Context: an optimization exercise on an open-source flow, tuned for small area and a short achievable clock period. The choices shown serve that exercise and are no tape-out recipe. Function was checked by simulation only, so behaviour that the tests miss may differ from the original. Power figures rest on the tool's default switching activity, not on a simulated workload.

==> design/flow/design.v <==
package pack_pkg;
    localparam int CHANNELS    = 4;
    localparam int CH_W        = 2;
    localparam int DATA_W      = 32;
    localparam int DROP_CNT_W  = 16;
    localparam int PKT_WORDS_MAX = 8;
    localparam int LEN_W         = 4;
    localparam int LANE_DEPTH  = 32;
    localparam int LANE_AW     = 5;
    localparam int DESC_DEPTH  = 4;
    localparam int TIMEOUT_CLK = 24;
    localparam logic [4:0] TIMEOUT_LAST = 5'(TIMEOUT_CLK - 1);
    localparam int DESC_W      = 8;
endpackage
`timescale 1ns/1ps
module pack_fifo #(
    parameter int WIDTH = 8,
    parameter int DEPTH = 4
) (
    input  logic             clk,
    input  logic [DEPTH-1:0] wr_sel,
    input  logic [WIDTH-1:0] wr_data,
    input  logic [DEPTH-1:0] rd_sel,
    output logic [WIDTH-1:0] rd_data
);
    logic [WIDTH-1:0] mem [DEPTH];
    always_ff @(posedge clk) begin
        for (int i = 0; i < DEPTH; i++) begin
            if (wr_sel[i]) begin
                mem[i] <= wr_data;
            end
        end
    end
    always_comb begin
        rd_data = '0;
        for (int i = 0; i < DEPTH; i++) begin
            rd_data = rd_data | (mem[i] & {WIDTH{rd_sel[i]}});
        end
    end
endmodule
`timescale 1ns/1ps
module pack_dispatch (
    input  logic                                clk,
    input  logic                                arst_n,
    input  logic                                in_vld,
    input  logic [39:0]                         in_word,
    output logic [pack_pkg::CHANNELS-1:0]       lane_vld,
    output logic                                lane_sof,
    output logic                                lane_eof,
    output logic [pack_pkg::DATA_W-1:0]         lane_data,
    output logic [pack_pkg::PKT_WORDS_MAX-1:0]  lane_len1h,
    output logic [pack_pkg::DROP_CNT_W-1:0]     drop_cnt
);
    logic       sof;
    logic [1:0] channel;
    logic [3:0] len;
    logic       len_ok;
    logic       acc_q;
    logic       acc_now;
    logic [1:0] ch_q;
    logic [1:0] ch_now;
    logic [pack_pkg::CHANNELS-1:0] route;
    logic [pack_pkg::PKT_WORDS_MAX-1:0] len1h;
    assign sof     = in_word[39];
    assign channel = in_word[37:36];
    assign len     = in_word[35:32];
    assign len_ok  = (len != 4'd0) && !(len[3] && (len[2:0] != 3'd0));
    assign acc_now = sof ? len_ok : acc_q;
    assign ch_now  = sof ? channel : ch_q;
    always_comb begin
        route         = '0;
        route[ch_now] = in_vld && acc_now;
        for (int k = 0; k < pack_pkg::PKT_WORDS_MAX; k++) begin
            len1h[k] = (len == 4'(k + 1));
        end
    end
    always_ff @(posedge clk or negedge arst_n) begin
        if (!arst_n) begin
            acc_q    <= 1'b0;
            ch_q     <= '0;
            lane_vld <= '0;
            drop_cnt <= '0;
        end else begin
            lane_vld <= route;
            if (in_vld) begin
                acc_q <= acc_now;
                ch_q  <= ch_now;
            end
            if (in_vld && sof && !len_ok) begin
                drop_cnt <= drop_cnt + 1'b1;
            end
        end
    end
    always_ff @(posedge clk) begin
        lane_sof   <= sof;
        lane_eof   <= in_word[38];
        lane_data  <= in_word[31:0];
        lane_len1h <= len1h;
    end
endmodule
`timescale 1ns/1ps
module pack_lane (
    input  logic                                clk,
    input  logic                                arst_n,
    input  logic                                word_vld,
    input  logic                                word_sof,
    input  logic                                word_eof,
    input  logic [pack_pkg::DATA_W-1:0]         word_data,
    input  logic [pack_pkg::PKT_WORDS_MAX-1:0]  len1h,
    input  logic                                word_pop,
    input  logic [pack_pkg::LANE_DEPTH-1:0]     rd_sel,
    output logic [pack_pkg::DATA_W-1:0]         rd_word,
    output logic [pack_pkg::LANE_AW-1:0]        rd_ptr,
    output logic                                desc_rdy,
    input  logic                                desc_pop,
    output logic [pack_pkg::DESC_W-1:0]         desc_head
);
    logic [pack_pkg::LANE_AW-1:0] wr_ptr;
    logic [9:1]                   free_lt;     
    logic [1:0]                   dwr_ptr;
    logic [1:0]                   drd_ptr;
    logic [4:1]                   desc_ge;     
    logic [3:0]                   spkt_words;
    logic [15:8]                  words_ge;    
    logic [3:0]                   spkt_pkts;
    logic [4:0]                   idle_cnt;
    logic                         in_pkt;
    logic                         drop_pkt;
    logic [pack_pkg::PKT_WORDS_MAX-1:0] close_ge;
    logic [pack_pkg::PKT_WORDS_MAX-1:0] over_ge;
    logic       free_lt10;
    logic [pack_pkg::LANE_AW-1:0] used_mod;
    logic [3:0] words_next;
    logic [3:0] pkts_next;
    logic       word_room;
    logic       desc_room;
    logic       will_close;
    logic       over;
    logic       fits;
    logic       wr_word;
    logic       close_sof;
    logic       close_eof;
    logic       close_tmo;
    logic       desc_wr;
    logic       eof_full;
    logic [pack_pkg::DESC_W-1:0] desc_wdata;
    logic [pack_pkg::LANE_DEPTH-1:0] wr_sel;
    logic [pack_pkg::DESC_DEPTH-1:0] dwr_sel;
    logic [pack_pkg::DESC_DEPTH-1:0] drd_sel;
    always_comb begin
        for (int i = 0; i < pack_pkg::PKT_WORDS_MAX; i++) begin
            close_ge[i] = words_ge[15 - i];                         
            over_ge[i]  = (i == 0) ? 1'b0 : words_ge[16 - i];       
        end
    end
    assign word_room  = |(len1h & ~free_lt[8:1]);
    assign will_close = |(len1h & close_ge);
    assign over       = |(len1h & over_ge);
    assign desc_room  = !desc_ge[4];
    assign used_mod   = wr_ptr - rd_ptr;
    assign free_lt10  = free_lt[1] || (used_mod >= pack_pkg::LANE_AW'(23));
    always_comb begin
        for (int j = 8; j < 16; j++) begin
            words_ge[j] = (spkt_words >= 4'(j));
        end
    end
    assign fits      = word_room && (desc_room || !will_close);
    assign wr_word   = word_vld && (word_sof ? fits : !drop_pkt);
    assign close_sof = word_vld && word_sof && fits && over;
    always_comb begin
        if (close_sof) begin
            words_next = 4'd1;
            pkts_next  = {3'd0, word_eof};
        end else begin
            words_next = wr_word ? spkt_words + 4'd1 : spkt_words;
            pkts_next  = (wr_word && word_eof) ? spkt_pkts + 4'd1 : spkt_pkts;
        end
    end
    assign close_eof = wr_word && word_eof && !close_sof && words_ge[15];
    assign close_tmo = !word_vld && !in_pkt && (spkt_words != 4'd0) &&
                       (idle_cnt == pack_pkg::TIMEOUT_LAST) && desc_room;
    assign desc_wr   = close_sof || close_eof || close_tmo;
    assign eof_full   = word_vld && word_eof && words_ge[15];
    assign desc_wdata = eof_full ? {4'd15, spkt_pkts}
                                 : {spkt_words - 4'd1, spkt_pkts - 4'd1};
    assign desc_rdy = desc_ge[1];
    always_ff @(posedge clk or negedge arst_n) begin
        if (!arst_n) begin
            wr_ptr     <= '0;
            rd_ptr     <= '0;
            free_lt    <= '0;
            dwr_ptr    <= '0;
            drd_ptr    <= '0;
            desc_ge    <= '0;
            spkt_words <= '0;
            spkt_pkts  <= '0;
            idle_cnt   <= '0;
            in_pkt     <= 1'b0;
            drop_pkt   <= 1'b0;
        end else begin
            if (word_vld) begin
                in_pkt <= !word_eof;
                if (word_sof) begin
                    drop_pkt <= !fits;
                end
            end
            if (close_eof || close_tmo) begin
                spkt_words <= '0;
                spkt_pkts  <= '0;
            end else begin
                spkt_words <= words_next;
                spkt_pkts  <= pkts_next;
            end
            if (word_vld || close_tmo || in_pkt || spkt_words == 4'd0) begin
                idle_cnt <= '0;
            end else if (idle_cnt != pack_pkg::TIMEOUT_LAST) begin
                idle_cnt <= idle_cnt + 1'b1;
            end
            if (wr_word) begin
                wr_ptr <= wr_ptr + 1'b1;
            end
            if (word_pop) begin
                rd_ptr <= rd_ptr + 1'b1;
            end
            case ({wr_word, word_pop})
                2'b10:   free_lt <= {free_lt10, free_lt[9:2]};
                2'b01:   free_lt <= {free_lt[8:1], 1'b0};
                default: ;
            endcase
            if (desc_wr) begin
                dwr_ptr <= dwr_ptr + 1'b1;
            end
            if (desc_pop) begin
                drd_ptr <= drd_ptr + 1'b1;
            end
            case ({desc_wr, desc_pop})
                2'b10:   desc_ge <= {desc_ge[3:1], 1'b1};
                2'b01:   desc_ge <= {1'b0, desc_ge[4:2]};
                default: ;
            endcase
        end
    end
    always_comb begin
        for (int i = 0; i < pack_pkg::LANE_DEPTH; i++) begin
            wr_sel[i] = !free_lt[1] && (wr_ptr == pack_pkg::LANE_AW'(i));
        end
        for (int i = 0; i < pack_pkg::DESC_DEPTH; i++) begin
            dwr_sel[i] = desc_room && (dwr_ptr == 2'(i));
            drd_sel[i] = (drd_ptr == 2'(i));
        end
    end
    pack_fifo #(
        .WIDTH (pack_pkg::DATA_W),
        .DEPTH (pack_pkg::LANE_DEPTH)
    ) word_mem (
        .clk     (clk),
        .wr_sel  (wr_sel),
        .wr_data (word_data),
        .rd_sel  (rd_sel),
        .rd_data (rd_word)
    );
    pack_fifo #(
        .WIDTH (pack_pkg::DESC_W),
        .DEPTH (pack_pkg::DESC_DEPTH)
    ) desc_mem (
        .clk     (clk),
        .wr_sel  (dwr_sel),
        .wr_data (desc_wdata),
        .rd_sel  (drd_sel),
        .rd_data (desc_head)
    );
endmodule
`timescale 1ns/1ps
module pack_drain (
    input  logic                                                 clk,
    input  logic                                                 arst_n,
    input  logic [pack_pkg::CHANNELS-1:0]                        desc_rdy,
    input  logic [pack_pkg::CHANNELS*pack_pkg::DESC_W-1:0]       desc_heads,
    input  logic [pack_pkg::CHANNELS*pack_pkg::LANE_AW-1:0]      rd_ptrs,
    output logic [pack_pkg::CHANNELS-1:0]                        desc_pop,
    output logic [pack_pkg::CHANNELS-1:0]                        word_pop,
    output logic [pack_pkg::LANE_DEPTH-1:0]                      rd_sel,
    input  logic [pack_pkg::CHANNELS*pack_pkg::DATA_W-1:0]       rd_words,
    output logic                                                 out_vld,
    output logic                                                 out_sof,
    output logic                                                 out_eof,
    output logic [pack_pkg::DATA_W-1:0]                          out_data,
    output logic [11:0]                                          out_meta
);
    logic                                 sending;
    logic [pack_pkg::CHANNELS-1:0]        rr_1h;       
    logic [pack_pkg::CHANNELS-1:0]        rr_q;        
    logic [pack_pkg::CHANNELS-1:0]        pick_1h;
    logic [1:0]                           pick;
    logic                                 found;
    logic [3:0]                           remaining;
    logic                                 first;
    logic [pack_pkg::CHANNELS-1:0]        lane_sel;    
    logic [1:0]                           cur_ch;
    logic [pack_pkg::DESC_W-1:0]          desc_q;      
    logic [pack_pkg::DESC_W-1:0]          pick_desc;
    logic [pack_pkg::LANE_DEPTH-1:0]      pick_sel;
    logic [pack_pkg::DATA_W-1:0]          cur_word;
    assign rr_1h = rr_q ^ 4'b0001;
    always_comb begin
        for (int l = 0; l < pack_pkg::CHANNELS; l++) begin
            pick_1h[l] = 1'b0;
            for (int s = 0; s < pack_pkg::CHANNELS; s++) begin
                logic none_before;
                none_before = 1'b1;
                for (int d = 0; d < pack_pkg::CHANNELS; d++) begin
                    if (d < ((l - s + pack_pkg::CHANNELS) % pack_pkg::CHANNELS)) begin
                        none_before = none_before && !desc_rdy[(s + d) % pack_pkg::CHANNELS];
                    end
                end
                pick_1h[l] = pick_1h[l] || (rr_1h[s] && desc_rdy[l] && none_before);
            end
        end
        found = |desc_rdy;
        pick  = {pick_1h[3] | pick_1h[2], pick_1h[3] | pick_1h[1]};
    end
    assign desc_pop = sending ? '0 : pick_1h;
    assign word_pop = sending ? lane_sel : '0;
    always_comb begin
        pick_desc = '0;
        pick_sel  = '0;
        cur_word  = '0;
        for (int l = 0; l < pack_pkg::CHANNELS; l++) begin
            pick_desc = pick_desc |
                        (desc_heads[l*pack_pkg::DESC_W +: pack_pkg::DESC_W] & {pack_pkg::DESC_W{pick_1h[l]}});
            for (int i = 0; i < pack_pkg::LANE_DEPTH; i++) begin
                pick_sel[i] = pick_sel[i] ||
                              (pick_1h[l] && rd_ptrs[l*pack_pkg::LANE_AW +: pack_pkg::LANE_AW] == pack_pkg::LANE_AW'(i));
            end
            cur_word = cur_word |
                       (rd_words[l*pack_pkg::DATA_W +: pack_pkg::DATA_W] & {pack_pkg::DATA_W{lane_sel[l]}});
        end
    end
    always_ff @(posedge clk or negedge arst_n) begin
        if (!arst_n) begin
            sending   <= 1'b0;
            rr_q      <= '0;
            remaining <= '0;
            first     <= 1'b0;
            out_vld   <= 1'b0;
            out_sof   <= 1'b0;
            out_eof   <= 1'b0;
        end else begin
            out_vld <= sending;
            out_sof <= sending && first;
            out_eof <= sending && (remaining == 4'd0);
            if (!sending) begin
                if (found) begin
                    sending   <= 1'b1;
                    rr_q      <= {pick_1h[2:0], pick_1h[3]} ^ 4'b0001;
                    remaining <= pick_desc[7:4];
                    first     <= 1'b1;
                end
            end else begin
                first     <= 1'b0;
                remaining <= remaining - 1'b1;
                if (remaining == 4'd0) begin
                    sending <= 1'b0;
                end
            end
        end
    end
    always_ff @(posedge clk) begin
        if (!sending) begin
            rd_sel <= pick_sel;
        end else begin
            rd_sel <= {rd_sel[pack_pkg::LANE_DEPTH-2:0], rd_sel[pack_pkg::LANE_DEPTH-1]};
        end
        if (!sending && found) begin
            lane_sel <= pick_1h;
            cur_ch   <= pick;
            desc_q   <= pick_desc;
        end
        out_meta <= {cur_ch, 5'(desc_q[7:4]) + 5'd1, 5'(desc_q[3:0]) + 5'd1};
        out_data <= cur_word;
    end
endmodule
`timescale 1ns/1ps
module frame_packer (
    input  logic                              clk,
    input  logic                              arst_n,
    input  logic                              in_vld,
    input  logic [39:0]                       in_word,
    output logic                              out_vld,
    output logic                              out_sof,
    output logic                              out_eof,
    output logic [31:0]                       out_data,
    output logic [11:0]                       out_meta,
    output logic [15:0]                       drop_cnt
);
    logic [pack_pkg::CHANNELS-1:0]       lane_vld;
    logic                                lane_sof;
    logic                                lane_eof;
    logic [pack_pkg::DATA_W-1:0]         lane_data;
    logic [pack_pkg::PKT_WORDS_MAX-1:0]  lane_len1h;
    logic [pack_pkg::CHANNELS-1:0]       desc_rdy;
    logic [pack_pkg::CHANNELS-1:0]       desc_pop;
    logic [pack_pkg::CHANNELS-1:0]       word_pop;
    logic [pack_pkg::LANE_DEPTH-1:0]     rd_sel;
    logic [pack_pkg::CHANNELS*pack_pkg::DESC_W-1:0]  desc_heads;
    logic [pack_pkg::CHANNELS*pack_pkg::LANE_AW-1:0] rd_ptrs;
    logic [pack_pkg::CHANNELS*pack_pkg::DATA_W-1:0]  rd_words;
    pack_dispatch dispatch0 (
        .clk        (clk),
        .arst_n     (arst_n),
        .in_vld     (in_vld),
        .in_word    (in_word),
        .lane_vld   (lane_vld),
        .lane_sof   (lane_sof),
        .lane_eof   (lane_eof),
        .lane_data  (lane_data),
        .lane_len1h (lane_len1h),
        .drop_cnt   (drop_cnt)
    );
    for (genvar g = 0; g < pack_pkg::CHANNELS; g++) begin : g_lane
        pack_lane lane (
            .clk       (clk),
            .arst_n    (arst_n),
            .word_vld  (lane_vld[g]),
            .word_sof  (lane_sof),
            .word_eof  (lane_eof),
            .word_data (lane_data),
            .len1h     (lane_len1h),
            .word_pop  (word_pop[g]),
            .rd_sel    (rd_sel),
            .rd_word   (rd_words[g*pack_pkg::DATA_W +: pack_pkg::DATA_W]),
            .rd_ptr    (rd_ptrs[g*pack_pkg::LANE_AW +: pack_pkg::LANE_AW]),
            .desc_rdy  (desc_rdy[g]),
            .desc_pop  (desc_pop[g]),
            .desc_head (desc_heads[g*pack_pkg::DESC_W +: pack_pkg::DESC_W])
        );
    end
    pack_drain drain0 (
        .clk        (clk),
        .arst_n     (arst_n),
        .desc_rdy   (desc_rdy),
        .desc_heads (desc_heads),
        .rd_ptrs    (rd_ptrs),
        .desc_pop   (desc_pop),
        .word_pop   (word_pop),
        .rd_sel     (rd_sel),
        .rd_words   (rd_words),
        .out_vld    (out_vld),
        .out_sof    (out_sof),
        .out_eof    (out_eof),
        .out_data   (out_data),
        .out_meta   (out_meta)
    );
endmodule
==> design/flow/flow/run.sh <==
#!/bin/bash
set -o pipefail
export BUFFER_PORTS_ARGS="-buffer_cell sky130_fd_sc_hd__buf_4"
bash standard.sh > standard.log 2>&1
rc=$?
cp standard.sh standard.sh.txt 2>/dev/null
exit $rc
==> design/flow/standard.sh <==
#!/bin/bash
# synth_recipe.tcl (not shown) runs the flow's synth.tcl, then flattens the netlist and writes it again
# the make line also repeats each setting of config.mk as NAME=value (left out here)
make -C /OpenROAD-flow-scripts/flow DESIGN_CONFIG=/design/flow/config.mk WORK_HOME=/design/flow/orfs CLKGATE_MAP_FILE= SYNTH_SCRIPT=/design/flow/synth_recipe.tcl "${@:-finish}"
==> design/flow/config.mk <==
export PLATFORM = sky130hd
export DESIGN_NAME = frame_packer
export DESIGN_NICKNAME = frame_packer
export VERILOG_FILES = /design/flow/design.v
export SDC_FILE = /design/flow/constraint.sdc
export NUM_CORES = 4
export LEC_CHECK = 0
export CAP_MARGIN = 20
export CORE_MARGIN = 2
export CORE_UTILIZATION = 50
export CTS_CLUSTER_DIAMETER = 80
export CTS_CLUSTER_SIZE = 24
export SETUP_SLACK_MARGIN = 2.3
export SLEW_MARGIN = 20
==> design/flow/constraint.sdc <==
create_clock -name core_clock -period 5.0 [get_ports {clk}]
set_input_delay 1.0000 -clock core_clock [delete_from_list [all_inputs] [get_ports {clk}]]
set_output_delay 1.0000 -clock core_clock [all_outputs]
set_load 0.01 [all_outputs]
==> impl_results.md <==
* Status: complete, no violations
* FP Rows at 212
* M1 GR Usage at 49.2%
* Worst R2R Path Depth at 6
* Met2 Track Usage GR at 55.7%
* Final nets at 10.3k
* Syn_nets at 9676
* Global-route wire length before repair at 860000 microns
* Core ar. at 333000 sq um
* Maximum buffer depth of the clock tree at 4
* Flops & latches, synth at 4560
* Starting Density at 50.2%
* WP data arrival at 3550 ps
* TritonCTS clock tree: yes
* Clk Latency, worst-skew pair at 990 ps
* Slew Viols, Final at 0
* Peak supply drop at 0.652 mV
* Total power at 106000 uW
* # DRC at 0
* Vias per Instance at 7.35
* Max Fclk at 0.344 GHz
* Wirelength per Cell at 44.6 microns
* Distinct cell type count after synthesis at 91
* Cells after synthesis at 9492
* ANT nets after route at 0
* Iter 0 DRT Violations at 20.0k
* Layout cells sized above 1 at 16.2%
* Slew Limit Headroom at 4.36%
* Die Y at 583 microns
* Synth Warn # at 7
* Gr busiest metal: met2
* RSZ-0062 raised after global routing: yes
* Number of global-route vias before repair at 99.7k
* CTS Buf Count at 221
* HPWL Detailed at 337000 microns
* IO buf count at 105
* Worst hold path class: input pin to register
* Largest net degree at the start of global routing at 129
* Asr flop ratio synth at 4.47%
* Setup TNS at 0 ps
* Reg clk slew, reported paths at 100 ps
* Initial antenna violation count at 52
* Ys flop type: edfxtp_1
* Post-synth EDFFs at 4238
* First-pass iteration count of the detailed router at 6
* P&R area growth vs syn at 13.7%
* Slew at the pin closest to its max-slew limit at 1430 ps
* Data required time of the worst path at 5650 ps
* Sequential element share of the synthesized area at 80.5%
* Final Critical Period at 2910 ps
* Num ports at 106
* Met3 GRT Util at 10.4%
* Crit path launch type: register
* Worst setup path category: register to register
* # clock sinks at 4560
* Via Count at 108k
* Cell Area, Synth at 167000 sq um
* CP Capture Type: register
* Crit path max fanout at 6
* Utilization after layout at 57.1%
* Hold depth at 1
* Global route overflow at 0
* Gr usage total at 37.3%
* Placed Cells at 13.8k
* Mean Syn Cell Area at 17.6 sq um
* Root buffer cell: clkbuf_16
* CTS H-tree lvls at 4
* Leak pwr at 0.0619 uW
* Die area at 339000 sq um
* Hold slack at 124 ps
* # setup viols final at 0
* Routed WL at 654000 microns
* Non-filler instance count after layout at 14.7k
* Final hold vios at 0
* Max cap viols at 0
* P per Cell Area at 557 nW/um^2
* Die width at 583 microns
* GP Congestion at 0.885
* Final period util at 58.1%
* Worst clock skew at 87.2 ps
==> where the power goes <==
part           internal [uW]  switching, uW
combinational          10800          26500
clock                   8750          12100
sequential             45300           2580
total                  64800          41200
==> worst max-delay path, stage by stage, from the launching register on <==
cell     delay, ps
dfxtp_4        450
buf_16         170
buf_4          170
a22oi_1        210
nand4_1        220
o41ai_4        960
nand4_1        430
==> cell usage in the layout, fill, tap and decap left out, drive strengths merged, types with 46 or more instances in the layout <==
| cell type | Yosys | routed |
|---|---|---|
| nand4 | 568 | 568 |
| nand3 | 72 | 72 |
| clkbuf | 515 | 356 |
| nor2b | 46 | 46 |
| dfxtp | 118 | 118 |
| o41ai | 131 | 131 |
| ha | 137 | 137 |
| o21ai | 106 | 106 |
| dfrtp | 204 | 204 |
| buf | 53 | 904 |
| nor3 | 58 | 58 |
| inv | 125 | 139 |
| xnor2 | 65 | 65 |
| nand2 | 180 | 180 |
| a22oi | 2109 | 2109 |
| edfxtp | 4238 | 4238 |
| nor2 | 191 | 195 |
| a21oi | 101 | 101 |
==> timing repair <==
| action | CTS | global route |
|---|---|---|
| endpoints found under the hold margin | 0 | 0 |
| setup buffers | 261 | 112 |
| setup endpoints to repair | 1566 | 683 |
| gates cloned | 27 | 14 |
| resized for setup | 190 | 161 |
| pin swaps | 68 | 62 |
| hold buffers | 0 | 0 |
==> registers in the layout (all words and copies together), names as in the netlist, 32 cells and up <==
| signal | count |
|---|---|
| drain0.out_data | 32 |
| dispatch0.lane_data | 32 |
| g_lane.lane.word_mem.mem | 4096 |
| g_lane.lane.desc_mem.mem | 128 |
| drain0.rd_sel | 32 |
| g_lane.lane.free_lt | 36 |
==> per-layer routing <==
| metal | vias to the layer above | share of wire (%) |
|---|---|---|
| met5 | - | 0.044 |
| met4 | 44 | 7.4 |
| met2 | 9559 | 44 |
| met3 | 1900 | 15 |
| li1 | 40500 | - |
| met1 | 55700 | 34 |
==> final timing paths <==
kind,endpoint,from,slack (ps)
worst min-delay path,dispatch0.lane_data[19],in_word[19],120
worst max register to register,drain0.out_data[3],drain0.rd_sel[11],2090
worst min register to register,drain0.out_meta[10],drain0.cur_ch[0],460
worst max-delay path,drain0.out_data[3],drain0.rd_sel[11],2090
min in group asynchronous,g_lane[1].lane.drd_ptr[0],arst_n,130
max in group asynchronous,g_lane[3].lane.wr_ptr[4],arst_n,3670
==> per-stage QoR <==
step	cell area, sq um	setup WS (ps)
CTS	188000	2080
detailed placement	177000	1340
finish	190000	2090
global placement	177000	1070
global route	190000	2120
floorplan	167000	2190
==> Yosys cell counts, drive strengths merged (14+ instances only) <==
master  number  area, sq um
nor3        58          300
dfrtp      204         5100
o21ai      106          534
nand2      180          676
a31oi       38          238
nand4      568         3560
dfxtp      118         2360
ha         137         1710
nand3       72          365
mux2i       44          440
nor2b       46          288
nor3b       21          158
o22ai       23          144
a22oi     2109        15800
and2        38          238
nand2b      43          269
o21a        14          105
a21oi      101          509
a221oi      14          123
o41ai      131         1150
clkbuf     515         1930
and3        28          175
buf         53          229
edfxtp    4238       127000
xnor2       65          569
nor2       191          717
inv        125          472
xor2        23          201
==> kinds of logic (layout without fill, tap and decap cells) <==
logic type                 after synthesis  in the layout  share of synthesized area (%)
AOI/OAI and AO/OA                     2665           2665                           11.9
xor gates and xnor gates                88             88                          0.460
adders and majority gates              141            141                           1.07
buffers and inverters                  695           1442                           1.58
DFF                                   4560           4560                           80.5
muxes                                   53             53                          0.324
other                                    0             37                              0
and+or+nand+nor                       1290           1294                           4.23
==> final cells by class <==
cell class,instances,area [sq um]
Tap cell,4387,5490
Inverter,127,500
Clock buffer,342,6120
Multi-Input combinational cell,4241,32700
Clock inverter,31,407
Antenna cell,37,92.6
Timing Repair Buffer,942,10100
Sequential cell,4560,135000
Fill cell,25000,143000

==> port drivers added, routing unchanged <==
In the flow no input, the clock included, has a driving cell. The finished layout below was timed again as built, in two steps. Step 1 (the two cells are an assumption about what drives the block):
set clk [get_ports {clk}]
set_driving_cell -lib_cell sky130_fd_sc_hd__clkbuf_16 $clk
set_driving_cell -lib_cell sky130_fd_sc_hd__buf_2 [delete_from_list [all_inputs] $clk]
Step 2, shift: input delay + t, output delay - t, t = (earliest + latest rising clock arrival at the registers) / 2. This alone moves slack from input paths to output paths. Slacks: no drivers / after step 1 / after step 2; pairs: no drivers / after step 1.
t (ns): 1.052
setup WS [ns]: 2.093 / 2.093 / 1.994
hold WS [ns]: 0.124 / 0.044 / 0.462
slew at the worst register clock pin (ns): 0.10 / 0.10
After both steps this run still meets setup and hold. For this run, drivers alone change the setup slack by 0.000 ns; drivers and shift together by -0.099 ns.
